Background: an optimization exercise with open tools, aiming at small area. Do not read the settings as production practice.
Only simulation tests tie the RTL to the original design; equivalence was not proved.

run A:
// driver_top
module driver_top (
  input  logic        clock,
  input  logic        reset_i,
  input  logic        sclk_i,
  input  logic        mosi_i,
  input  logic        ss_n_i,
  input  logic        control_trigger_i,
  input  logic        latch_data_i,
  output logic [19:0] driver_io_o,
  output logic [19:0] driver_oeb_o,
  output logic        update_cycle_complete_o
);
  logic ss_n_m, sclk_m, mosi_m, trig_m, latch_m;
  logic ss_n_s, sclk_s, mosi_s, trig_s, latch_s;
  logic sclk_prev, ss_n_prev, trig_prev, latch_prev;
  always_ff @(posedge clock) begin
    ss_n_m <= ss_n_i; sclk_m <= sclk_i; mosi_m <= mosi_i;
    trig_m <= control_trigger_i; latch_m <= latch_data_i;
    ss_n_s <= ss_n_m; sclk_s <= sclk_m; mosi_s <= mosi_m;
    latch_s <= latch_m;
    sclk_prev <= sclk_s; ss_n_prev <= ss_n_s;
    trig_prev <= trig_s; latch_prev <= latch_s;
  end
  always_ff @(posedge clock) begin
    if (reset_i) trig_s <= 1'b0;
    else         trig_s <= trig_m;
  end
  logic sclk_rise, frame_end, trig_rise, latch_rise;
  assign sclk_rise  = sclk_s & ~sclk_prev;
  assign frame_end  = ss_n_s & ~ss_n_prev;
  assign trig_rise  = trig_s & ~trig_prev;
  assign latch_rise = latch_s & ~latch_prev;
  logic [5:0] bit_cnt;
  ...
Size: ~2100 cells after synthesis, roughly 1100 flip-flops, roughly 30000 um^2 of cells after synthesis.
make LEC_CHECK=0 CAP_MARGIN=20 CORE_MARGIN=2 CORE_UTILIZATION=55 CTS_BUF_LIST='sky130_fd_sc_hd__clkbuf_8 sky130_fd_sc_hd__clkbuf_16' CTS_CLUSTER_DIAMETER=45 CTS_CLUSTER_SIZE=16 SLEW_MARGIN=20 SYNTH_HIERARCHICAL=1 finish   # period 4.0 ns
run.sh (not shown) runs the stock make flow with config.mk's settings and CLKGATE_MAP_FILE= SYNTH_SCRIPT=/design/flow/synth_recipe.tcl, a recipe that flattens the netlist after the stock synthesis.
The inputs of run B differ from those of run A as listed below.
==> flow/flow/run.sh (new file) <==
#!/bin/bash
set -e
cat >> config.mk <<'EOF'
export BUFFER_PORTS_ARGS = -buffer_cell sky130_fd_sc_hd__buf_1
export CTS_ARGS = -sink_clustering_enable -repair_clock_nets -sink_clustering_size 30 -sink_clustering_max_diameter 60 -buf_list sky130_fd_sc_hd__clkbuf_16 -dont_use_dummy_load
EOF
bash standard.sh > standard.log 2>&1
==> flow/standard.sh (new file) <==
#!/bin/bash
# synth_recipe.tcl (not shown) runs the flow's synth.tcl, then flattens the netlist and writes it again
# the make line also repeats each setting of config.mk as NAME=value (left out here)
make -C /OpenROAD-flow-scripts/flow DESIGN_CONFIG=/design/flow/config.mk WORK_HOME=/design/flow/orfs CLKGATE_MAP_FILE= SYNTH_SCRIPT=/design/flow/synth_recipe.tcl "${@:-finish}"
==> flow/config.mk <==
export PLATFORM = sky130hd
export DESIGN_NAME = driver_top
export DESIGN_NICKNAME = driver_top
export VERILOG_FILES = /design/flow/design.v
export SDC_FILE = /design/flow/constraint.sdc
export NUM_CORES = 4
export LEC_CHECK = 0
export CAP_MARGIN = 20
export CORE_MARGIN = 2
export CORE_UTILIZATION = 70
export SLEW_MARGIN = 20
export SYNTH_HIERARCHICAL = 1
export BUFFER_PORTS_ARGS = -buffer_cell sky130_fd_sc_hd__buf_1
export CTS_ARGS = -sink_clustering_enable -repair_clock_nets -sink_clustering_size 30 -sink_clustering_max_diameter 60 -buf_list sky130_fd_sc_hd__clkbuf_16 -dont_use_dummy_load
removed: flow/run.sh
==> comparison <==
- The run with more routed wire is run A, not run B.
- Changes observed in run B relative to run A: simple-gate share of the synthesized area level, HPWL reported at the end of detailed placement now smaller.
- Looking at class of the tightest hold or removal check, the in -> reg result is from run B; the reg -> reg one comes from run A.
- Looking at layer with the highest usage, the met1 result is from run A; the met2 one comes from run B.
- Run B: routed wire length on met2 is 7.2% lower than what run A reported.
Edits applied to the flow inputs when going from run B to run C:
==> flow/run.sh (new file) <==
#!/bin/bash
# synth_recipe.tcl (not shown) runs the flow's synth.tcl, then flattens the netlist and writes it again
# the make line also repeats each setting of config.mk as NAME=value (left out here)
make -C /OpenROAD-flow-scripts/flow DESIGN_CONFIG=/design/flow/config.mk WORK_HOME=/design/flow/orfs CLKGATE_MAP_FILE= SYNTH_SCRIPT=/design/flow/synth_recipe.tcl finish
==> flow/config.mk <==
export PLATFORM = sky130hd
export DESIGN_NAME = driver_top
export DESIGN_NICKNAME = driver_top
export VERILOG_FILES = /design/flow/design.v
export SDC_FILE = /design/flow/constraint.sdc
export NUM_CORES = 4
export LEC_CHECK = 0
export CAP_MARGIN = 20
export CORE_MARGIN = 2
export CORE_UTILIZATION = 70
export CTS_BUF_LIST = sky130_fd_sc_hd__clkbuf_16
export CTS_CLUSTER_DIAMETER = 60
export CTS_CLUSTER_SIZE = 30
export SLEW_MARGIN = 20
export SYNTH_HIERARCHICAL = 1
removed: flow/flow/run.sh
removed: flow/standard.sh
==> comparison <==
Run C was carried through to the last stage, and its layout satisfied the timing, design-rule and antenna checks.
Run C against run B: wire length reported by the detailed router dropped about 0.4%; worst setup slack climbed 69 ps; via count climbed about 0.4%.

-- separate check: timing with driven ports --
How much do the figures lean on ideal ports? The routed layouts below were timed once more, with nothing changed but the port constraints.
Step 1: set_driving_cell puts a clkbuf_16 on clock and a buf_2 on each other input, an assumption about the parent block.
Step 2 adds t to the input delays and takes it off the output delays; t is the mean of the earliest and latest rising clock arrival at the registers after step 1. Input paths then give back, and output paths get back, about the clock's delay inside the block.
Slacks: no drivers / after step 1 / after step 2; pairs: no drivers / after step 1.
run	shift t [ns]	setup WS [ns]	latest minus earliest clock arrival (ns)	worst slew at a driven data input, ns	pins driven straight from the clock port
run A	0.696	0.360 / 0.360 / 0.037	0.026 / 0.026	0.03	1
run B	0.659	0.246 / 0.246 / 0.158	0.074 / 0.074	0.03	1
run C	0.684	0.315 / 0.315 / -0.078	0.027 / 0.028	0.05	1
With both steps, setup timing fails in run C, where it was met with ideal ports. For run C, which loses most, drivers alone change the setup slack by 0.000 ns; drivers and shift together by -0.393 ns.
